From an optimization exercise on the open Yosys and OpenROAD flow, aimed at small area; shortcuts taken in it are not production practice. In this exercise RTL edits were held to simulation tests only and were not proved equivalent to the original. Power and IR drop assume default switching activity.

Setup of P:
## wb_mult_top
module wb_mult_top
(
    input  logic        clk,
    input  logic        rst,
    input  logic        wb_cyc_i,
    input  logic        wb_stb_i,
    input  logic        wb_we_i,
    input  logic [1:0]  wb_adr_i,
    input  logic [31:0] wb_dat_i,
    output logic [31:0] wb_dat_o,
    output logic        wb_ack_o
);
Settings: LEC_CHECK=0, CAP_MARGIN=20, CORE_ASPECT_RATIO=0.33, CORE_MARGIN=2, CORE_UTILIZATION=65, CTS_BUF_LIST=sky130_fd_sc_hd__clkbuf_8, PLACE_DENSITY=0.75, SLEW_MARGIN=20; clock period 3.5 ns.
standard.sh (not shown) runs the stock make flow with config.mk's settings and CLKGATE_MAP_FILE= SYNTH_SCRIPT=/design/flow/synth_recipe.tcl, a recipe that flattens the netlist after the stock synthesis.
==> flow/flow/run.sh <==
#!/bin/bash
# The standard layout, with the smallest buffer (buf_1) on every port
# instead of the one buffer_ports picks by default.
set -euo pipefail
export BUFFER_PORTS_ARGS="-buffer_cell sky130_fd_sc_hd__buf_1"
bash standard.sh > standard_flow.log 2>&1
P finished every step from synthesis to the final layout, and the layout passed the timing, DRC and antenna checks.
diff inputs: P => Q
# P
export LEC_CHECK = 0
export CAP_MARGIN = 20
export CORE_ASPECT_RATIO = 0.33
export CORE_MARGIN = 2
export CORE_UTILIZATION = 65
export CTS_BUF_LIST = sky130_fd_sc_hd__clkbuf_8
export PLACE_DENSITY = 0.75
export SLEW_MARGIN = 20
create_clock -name core_clock -period 3.5 [get_ports {clk}]
# Q
export LEC_CHECK = 0
export CAP_MARGIN = 20
export CORE_MARGIN = 2
export CORE_UTILIZATION = 40
export SLEW_MARGIN = 20
create_clock -name core_clock -period 3.5 [get_ports {clk}]
==> flow/run.sh (new file) <==
#!/bin/bash
# synth_recipe.tcl (not shown) runs the flow's synth.tcl, then flattens the netlist and writes it again
# the make line also repeats each setting of config.mk as NAME=value (left out here)
make -C /OpenROAD-flow-scripts/flow DESIGN_CONFIG=/design/flow/config.mk WORK_HOME=/design/flow/orfs CLKGATE_MAP_FILE= SYNTH_SCRIPT=/design/flow/synth_recipe.tcl finish
removed: flow/flow/run.sh
removed: flow/standard.sh
### Flow results
Share of the clock period used by the worst path after layout on Q is down relative to P. Taking P as the reference, in Q fraction of power spent switching nets shrank by 2.5 points, average wire length per cell after detail routing shrank by 2.5 microns, worst hold slack shrank by 0.0051 ns, total die area grew by about 60%.
Input changes introduced in R (baseline for comparison: Q):
# Q
export LEC_CHECK = 0
export CAP_MARGIN = 20
export CORE_MARGIN = 2
export CORE_UTILIZATION = 40
export SLEW_MARGIN = 20
create_clock -name core_clock -period 3.5 [get_ports {clk}]
# R
export LEC_CHECK = 0
export CAP_MARGIN = 20
export CORE_MARGIN = 2
export CORE_UTILIZATION = 72
export CTS_BUF_LIST = sky130_fd_sc_hd__clkbuf_8
export SLEW_MARGIN = 20
create_clock -name core_clock -period 3.5 [get_ports {clk}]
==> flow/flow/run.sh (new file) <==
#!/bin/bash
# The standard layout, with the smallest buffer (buf_1) on every port
# instead of the one buffer_ports picks by default.
set -euo pipefail
export BUFFER_PORTS_ARGS="-buffer_cell sky130_fd_sc_hd__buf_1"
bash standard.sh > standard_flow.log 2>&1
==> flow/standard.sh (new file) <==
#!/bin/bash
# synth_recipe.tcl (not shown) runs the flow's synth.tcl, then flattens the netlist and writes it again
# the make line also repeats each setting of config.mk as NAME=value (left out here)
make -C /OpenROAD-flow-scripts/flow DESIGN_CONFIG=/design/flow/config.mk WORK_HOME=/design/flow/orfs CLKGATE_MAP_FILE= SYNTH_SCRIPT=/design/flow/synth_recipe.tcl "${@:-finish}"
removed: flow/run.sh
[summary]
Q -> R: global-route wire length before repair decreased by a little under 10%
Compared R vs Q, and final core utilization is up in R.
Worst-skew pair later-pin latency delta (Q -> R): insignificant
Comparing R and Q, the lower clock share of power was measured on R.
Design area was higher in Q than in R.
Q has a higher register-to-register slack than R.
From Q to R the numbers moved as follows: critical path depth about even; number of well-tap cells placed now smaller; layout overhead on the synthesized area went down.


wb_mult_top again, from the RTL that the note above started with.
## wb_mult_top
module wb_mult_top
(
    input  logic        clk,
    input  logic        rst,
    input  logic        wb_cyc_i,
    input  logic        wb_stb_i,
    input  logic        wb_we_i,
    input  logic [1:0]  wb_adr_i,
    input  logic [31:0] wb_dat_i,
    output logic [31:0] wb_dat_o,
    output logic        wb_ack_o
);
==> flow/config.mk <==
export PLATFORM = sky130hd
export DESIGN_NAME = wb_mult_top
export DESIGN_NICKNAME = wb_mult_top
export VERILOG_FILES = /design/flow/design.v
export SDC_FILE = /design/flow/constraint.sdc
export NUM_CORES = 4
export LEC_CHECK = 0
export CAP_MARGIN = 20
export CORE_ASPECT_RATIO = 0.5
export CORE_MARGIN = 2
export CORE_UTILIZATION = 65
export CTS_BUF_LIST = sky130_fd_sc_hd__clkbuf_4 sky130_fd_sc_hd__clkbuf_8
export PLACE_DENSITY = 0.75
export SLEW_MARGIN = 20
==> flow/constraint.sdc <==
create_clock -name core_clock -period 3.5 [get_ports {clk}]
set_input_delay 0.7000 -clock core_clock [delete_from_list [all_inputs] [get_ports {clk}]]
set_output_delay 0.7000 -clock core_clock [all_outputs]
set_load 0.01 [all_outputs]
==> flow/flow/run.sh <==
#!/bin/bash
# The standard layout, with the smallest buffer (buf_1) on every port
# instead of the one buffer_ports picks by default.
set -euo pipefail
export BUFFER_PORTS_ARGS="-buffer_cell sky130_fd_sc_hd__buf_1"
bash standard.sh > standard_flow.log 2>&1
The starting point completed with no timing, DRC or antenna violations.
Edit:
- CORE_ASPECT_RATIO: 0.5 -> unset
- CORE_UTILIZATION: 65 -> 80
- CTS_BUF_LIST: sky130_fd_sc_hd__clkbuf_4 sky130_fd_sc_hd__clkbuf_8 -> sky130_fd_sc_hd__clkbuf_8
- PLACE_DENSITY: 0.75 -> 0.8
The new run ended with an error in global routing (5_1_grt).
Synthesized cell count stays the same.
Synthesized area stays the same.
Edit:
- CORE_ASPECT_RATIO: unset -> 0.5
- CORE_UTILIZATION: 80 -> 70
What happened:
- The new run passed the timing, DRC and antenna checks
- synthesized cell count does not change
- area after synthesis stays the same


wb_mult_top again, from the RTL that the note above started with.
clock: 3.5 ns
lec_check: 0
cap_margin: 20
core_aspect_ratio: 0.5
core_margin: 2
core_utilization: 65
cts_buf_list: sky130_fd_sc_hd__clkbuf_8
cts_cluster_diameter: 100
cts_cluster_size: 25
place_density: 0.75
slew_margin: 20
Scripts as last shown in full above: flow/flow/run.sh
The starting point passed the timing, DRC and antenna checks.
Rerun with:
Settings changed: CORE_ASPECT_RATIO 0.5 to not set, CTS_CLUSTER_DIAMETER 100 to not set, CTS_CLUSTER_SIZE 25 to not set.
After rerunning: Global-route usage went down by 0.81 points. Maximum frequency came out lower by 2.4%. Clock skew fell by 6.4 ps. Wire length decreases by 4.0%. Via count goes down by 1.3%. Cell count increases by 0.97%. Hold slack improved by 11 ps. Synthesized area does not change. Core utilization climbs by 1.5 points. Cell area went up by 1.2%.


== south ==
Starting RTL as in the previous note.
export LEC_CHECK = 0
export CAP_MARGIN = 20
export CORE_ASPECT_RATIO = 0.5
export CORE_MARGIN = 2
export CORE_UTILIZATION = 65
export CTS_BUF_LIST = sky130_fd_sc_hd__clkbuf_8
export PLACE_DENSITY = 0.75
export SLEW_MARGIN = 20
create_clock -name core_clock -period 3.5 [get_ports {clk}]
Scripts as last shown in full above: flow/flow/run.sh
Per the final summary, south finished and its layout is clean on timing, DRC and antenna.
Inputs modified between south and west:
--- a/flow/config.mk
+++ b/flow/config.mk
@@ -7,8 +7,6 @@
 export LEC_CHECK = 0
 export CAP_MARGIN = 20
-export CORE_ASPECT_RATIO = 0.5
 export CORE_MARGIN = 2
 export CORE_UTILIZATION = 65
 export CTS_BUF_LIST = sky130_fd_sc_hd__clkbuf_8
-export PLACE_DENSITY = 0.75
 export SLEW_MARGIN = 20
- west reached the end of the flow, and the finished layout is clean on the timing, DRC and antenna checks.
- In west, the maximum frequency came out about 3.4% below the value in south.
- Higher number of fillers in the final layout was reported by south, not west.
- south → west: sequential cell area ~0 delta; number of sinks handled by clock tree synthesis now sits at about the same level; minimum setup slack in the final design went down 0.12 ns.
- Compared with south, power spent charging and discharging nets in west decreased slightly.
- In the tables for south and west, via count of the first global-routing pass reads higher with south.
- Via-per-instance ratio for west: about 2% down relative to south
- In the tables for south and west, first-pass GRT wire length reads lower with west.
- Summary — final clock period utilization by the worst path, west relative to south: higher, by 3.4 points.
- west does worse than south on total power.

==> afterwards: timing with drivers on the ports <==
How much do the figures lean on ideal ports? The routed layouts below were timed once more, with nothing changed but the port constraints. Step 1 sets driving cells, clkbuf_16 on the clock port and buf_2 on the other inputs (assumed; they add their load-dependent delay and slew). Step 2 also shifts input and output timing later by t, the mid clock arrival at the registers, as if the neighbouring blocks saw the same clock. Slacks: ideal / step 1 / step 2; pairs: ideal / step 1.
run | shift t [ns] | slack for setup (ns) | worst setup path at the end | worst register clock-pin slew, ns | pins driven straight from the clock port
P | 0.396 | 0.135 / 0.135 / 0.135 | register to register | 0.08 / 0.08 | 1
Q | 0.388 | 0.197 / 0.197 / 0.197 | register to register | 0.06 / 0.06 | 1
R | 0.391 | 0.171 / 0.171 / 0.171 | register to register | 0.08 / 0.08 | 1
the first run of note 2 | 0.395 | 0.188 / 0.188 / 0.188 | register to register | 0.09 / 0.09 | 1
the third run of note 2 | 0.384 | 0.117 / 0.117 / 0.117 | register to register | 0.08 / 0.08 | 1
the first run of note 3 | 0.392 | 0.182 / 0.182 / 0.182 | register to register | 0.09 / 0.09 | 1
the second run of note 3 | 0.389 | 0.099 / 0.099 / 0.099 | register to register | 0.08 / 0.08 | 1
south | 0.392 | 0.182 / 0.182 / 0.182 | register to register | 0.09 / 0.09 | 1
west | 0.382 | 0.064 / 0.064 / 0.064 | register to register | 0.09 / 0.09 | 1
After both steps setup and hold are still met in every run listed.
